From an optimization exercise on the open Yosys and OpenROAD flow, aimed at a short achievable clock period and few clock cycles per item; shortcuts taken in it are not production practice.
In this exercise RTL edits were held to simulation tests only and were not proved equivalent to the original.
Power and IR drop assume default switching activity.

Design cpu, start of the top module:
module cpu #(
    parameter cpu_pkg::word_t RESET_PC = '0
) (
    input  logic           clk,
    input  logic           reset,
    output cpu_pkg::word_t imem_addr,
    input  cpu_pkg::word_t imem_data,
    output logic           dmem_valid,
    output logic           dmem_write,
    output cpu_pkg::word_t dmem_addr,
    output cpu_pkg::word_t dmem_wdata,
    input  logic           dmem_ready,
    input  cpu_pkg::word_t dmem_rdata
);
Size: about 5600 cells after synthesis, ~1500 flip-flops, about 170 I/O pins, about 79000 um2 of cells after synthesis.
==> flow/config.mk <==
export PLATFORM = sky130hd
export DESIGN_NAME = cpu
export DESIGN_NICKNAME = cpu
export VERILOG_FILES = /design/flow/design.v
export SDC_FILE = /design/flow/constraint.sdc
export NUM_CORES = 4
export LEC_CHECK = 0
export ABC_CLOCK_PERIOD_IN_PS = 2500
export CAP_MARGIN = 20
export CELL_PAD_IN_SITES_DETAIL_PLACEMENT = 1
export CELL_PAD_IN_SITES_GLOBAL_PLACEMENT = 2
export CORE_MARGIN = 2
export CORE_UTILIZATION = 30
export PLACE_DENSITY = 0.5
export SETUP_SLACK_MARGIN = 4.0
export SLEW_MARGIN = 20
export SYNTH_HIERARCHICAL = 1
==> flow/constraint.sdc <==
create_clock -name core_clock -period 7.0 [get_ports {clk}]
set_input_delay 1.4000 -clock core_clock [delete_from_list [all_inputs] [get_ports {clk}]]
set_output_delay 1.4000 -clock core_clock [all_outputs]
set_load 0.01 [all_outputs]
standard.sh (not shown) runs the stock make flow with config.mk's settings and CLKGATE_MAP_FILE= SYNTH_SCRIPT=/design/flow/synth_recipe.tcl, a recipe that flattens the netlist after the stock synthesis.
==> flow/flow/run.sh <==
#!/bin/bash
# Standard layout, except that:
# - synthesis leaves adders to ABC instead of mapping them onto the
#   library's full/half-adder cells;
# - the port buffers are buf_6 cells instead of the small delay buffers
#   that buffer_ports picks by default (every port still gets a buffer);
# - timing repair may resize a cell to any cell of the same function, not
#   only to one of the same footprint.
set -euo pipefail
cd "$(dirname "$0")/.."
ADDER_MAP_FILE= BUFFER_PORTS_ARGS="-buffer_cell sky130_fd_sc_hd__buf_6" \
    bash standard.sh MATCH_CELL_FOOTPRINT=0 finish > standard.log 2>&1
Testbench counts at the start, summed over its fixed seeds: cycles 23,234, instructions 21,723.
Next try:
--- a/flow/design.v
+++ b/flow/design.v
@@ -39,36 +39,36 @@
 module if_next (
     input  cpu_pkg::word_t pc,
     input  cpu_pkg::word_t instr,
     input  logic           stall,
     output cpu_pkg::word_t next_pc,
     output logic           pred,
     output cpu_pkg::word_t tgt_b,
     output cpu_pkg::word_t pc4
 );
     logic jal, br, sel_j, sel_b, sel_4, hold;
-    cpu_pkg::word_t immb, immj, tgt_j, jb;
+    cpu_pkg::word_t immb, immj, tgt_j, early;
     assign jal  = instr[6:0] == 7'b1101111;
     assign br   = instr[6:0] == 7'b1100011;
     assign pred = br && (instr[31] || instr[12]);
     assign immb = {{20{instr[31]}}, instr[7], instr[30:25], instr[11:8], 1'b0};
     assign immj = {{12{instr[31]}}, instr[19:12], instr[20], instr[30:21], 1'b0};
     ks_add32 u_tgt_b (.a(pc), .b(immb), .cin(1'b0), .s(tgt_b), .c31());
     ks_add32 u_tgt_j (.a(pc), .b(immj), .cin(1'b0), .s(tgt_j), .c31());
     assign pc4 = pc + 32'd4;
     assign sel_j = !stall && jal;
     assign sel_b = !stall && pred && !jal;
     assign sel_4 = !stall && !pred && !jal;
     assign hold  = stall;
     for (genvar i = 0; i < 32; i++) begin : g_next
-        g_ao22 u_jb  (.s1(sel_j), .a(tgt_j[i]), .s2(sel_b), .b(tgt_b[i]), .y(jb[i]));
-        g_sel2 u_pc  (.s1(sel_4), .a(pc4[i]),   .s2(hold),  .b(pc[i]),    .c(jb[i]), .y(next_pc[i]));
+        g_ao22 u_early (.s1(sel_4), .a(pc4[i]),   .s2(hold),  .b(pc[i]),    .y(early[i]));
+        g_sel2 u_pc    (.s1(sel_j), .a(tgt_j[i]), .s2(sel_b), .b(tgt_b[i]), .c(early[i]), .y(next_pc[i]));
     end
 endmodule
 `default_nettype wire
 `timescale 1ns/10ps
 `default_nettype none
 module ex_unit (
     input  cpu_pkg::word_t a,
     input  cpu_pkg::word_t b,
     input  cpu_pkg::word_t link,
     input  logic           sel_add,
@@ -173,31 +173,50 @@
 );
     assign y = !(a | b | c | d);
 endmodule
 module eq32 (
     input  logic [31:0] a,
     input  logic [31:0] b,
     output logic        eq
 );
     logic [31:0] d;
     logic [15:0] e;
-    logic [3:0]  f;
+    logic [7:0]  f;
+    logic [3:0]  g;
+    logic [1:0]  h;
     for (genvar i = 0; i < 32; i++) begin : g_d
         g_xor2 u_d (.a(a[i]), .b(b[i]), .y(d[i]));
     end
     for (genvar i = 0; i < 16; i++) begin : g_e
         g_nor2 u_e (.a(d[2*i]), .b(d[2*i+1]), .y(e[i]));
     end
-    for (genvar i = 0; i < 4; i++) begin : g_f
-        g_nand4 u_f (.a(e[4*i]), .b(e[4*i+1]), .c(e[4*i+2]), .d(e[4*i+3]), .y(f[i]));
+    for (genvar i = 0; i < 8; i++) begin : g_f
+        g_nand2 u_f (.a(e[2*i]), .b(e[2*i+1]), .y(f[i]));
     end
-    g_nor4 u_eq (.a(f[0]), .b(f[1]), .c(f[2]), .d(f[3]), .y(eq));
+    for (genvar i = 0; i < 4; i++) begin : g_g
+        g_nor2 u_g (.a(f[2*i]), .b(f[2*i+1]), .y(g[i]));
+    end
+    for (genvar i = 0; i < 2; i++) begin : g_h
+        g_nand2 u_h (.a(g[2*i]), .b(g[2*i+1]), .y(h[i]));
+    end
+    g_nor2 u_eq (.a(h[0]), .b(h[1]), .y(eq));
+endmodule
+module g_mux4 (
+    input  logic s1,
+    input  logic s0,
+    input  logic a,
+    input  logic b,
+    input  logic c,
+    input  logic d,
+    output logic y
+);
+    assign y = s1 ? (s0 ? d : c) : (s0 ? b : a);
 endmodule
 module g_ao22 (
     input  logic s1,
     input  logic a,
     input  logic s2,
     input  logic b,
     output logic y
 );
     assign y = (s1 & a) | (s2 & b);
 endmodule
@@ -402,41 +421,42 @@
         .tgt_b   (f_tgt_b),
         .pc4     (f_pc4)
     );
     logic ex_is_branch, any_eq, any_ne;
     assign ex_is_branch = ex_miss_eq || ex_miss_ne;
     logic any_e_z, any_e_nz, any_n_z, any_n_nz, any_e, any_n;
     assign any_e_z  = ex_miss_eq || id_red_z;
     assign any_e_nz = ex_miss_eq || id_red_nz;
     assign any_n_z  = ex_miss_ne || id_red_z;
     assign any_n_nz = ex_miss_ne || id_red_nz;
-    g_mux2 u_any_e (.s(d_zero), .a(any_e_nz), .b(any_e_z), .y(any_e));
-    g_mux2 u_any_n (.s(d_zero), .a(any_n_nz), .b(any_n_z), .y(any_n));
-    g_mux2 u_any   (.s(ex_eq),  .a(any_n),    .b(any_e),   .y(any_redirect));
+    g_mux4 u_any (.s1(ex_eq), .s0(d_zero), .a(any_n_nz), .b(any_n_z), .c(any_e_nz), .d(any_e_z),
+                  .y(any_redirect));
     for (genvar i = 0; i < 32; i++) begin : g_pc
         g_mux2 u_rec (.s(ex_is_branch), .a(id_rec_pc[i]), .b(ex_rec_pc[i]), .y(rec_pc[i]));
         g_mux2 u_pc  (.s(any_redirect), .a(f_next[i]), .b(rec_pc[i]), .y(pc_next[i]));
     end
     always_ff @(posedge clk or posedge reset) begin
         if (reset) begin
             pc <= RESET_PC;
         end else begin
             pc <= pc_next;
         end
     end
+    logic any_redirect_n, id_keep, id_valid_d;
+    assign any_redirect_n = !any_redirect;
+    assign id_keep = !stall || id_valid;
+    g_and2 u_id_valid (.a(any_redirect_n), .b(id_keep), .y(id_valid_d));
     always_ff @(posedge clk or posedge reset) begin
         if (reset) begin
             id_valid <= 1'b0;
-        end else if (any_redirect) begin
-            id_valid <= 1'b0;
-        end else if (!stall) begin
-            id_valid <= 1'b1;
+        end else begin
+            id_valid <= id_valid_d;
         end
     end
     always_ff @(posedge clk) begin
         if (!stall) begin
             id_instr <= imem_data;
             for (int i = 1; i < 32; i++) begin
                 id_rs1_oh[i] <= imem_data[19:15] == 5'(i);
                 id_rs2_oh[i] <= imem_data[24:20] == 5'(i);
             end
             id_pc    <= pc;
Final area is lower slightly.
Setup slack gets better by 3.1 ps.
Wire length went down slightly.
Power came out lower slightly.
Sequential share of layout area rose by 0.72 points.
Clock-buffer cell count goes up by 5.
Core utilization went down by 0.54 points.
Testbench counts after the change, summed over its fixed seeds: cycles 23,234, instructions 21,723.

-- re-timing with driven ports --
Ports are ideal in the flow. The routed layouts listed here were re-timed in OpenROAD. Step 1 sets driving cells, clkbuf_16 on the clock port and buf_2 on the other inputs (assumed; they add their load-dependent delay and slew). Step 2 also shifts input and output timing later by t, the mid clock arrival at the registers, as if the neighbouring blocks saw the same clock. Slacks: ideal / step 1 / step 2; pairs: ideal / step 1.
run	t (ns)	slack for setup (ns)	hold slack, ns	worst setup path at the end	clock arrival spread, ns
the first run	0.929	3.891 / 3.752 / 2.823	0.422 / 0.422 / 0.422	input to register	0.070 / 0.070
the second run	0.922	3.894 / 3.828 / 2.960	0.419 / 0.419 / 0.419	input to register	0.057 / 0.058
After both steps every run listed still meets setup and hold. The setup slack of the first run, which loses most, moves by -0.139 ns with the drivers and by -1.068 ns with both steps.
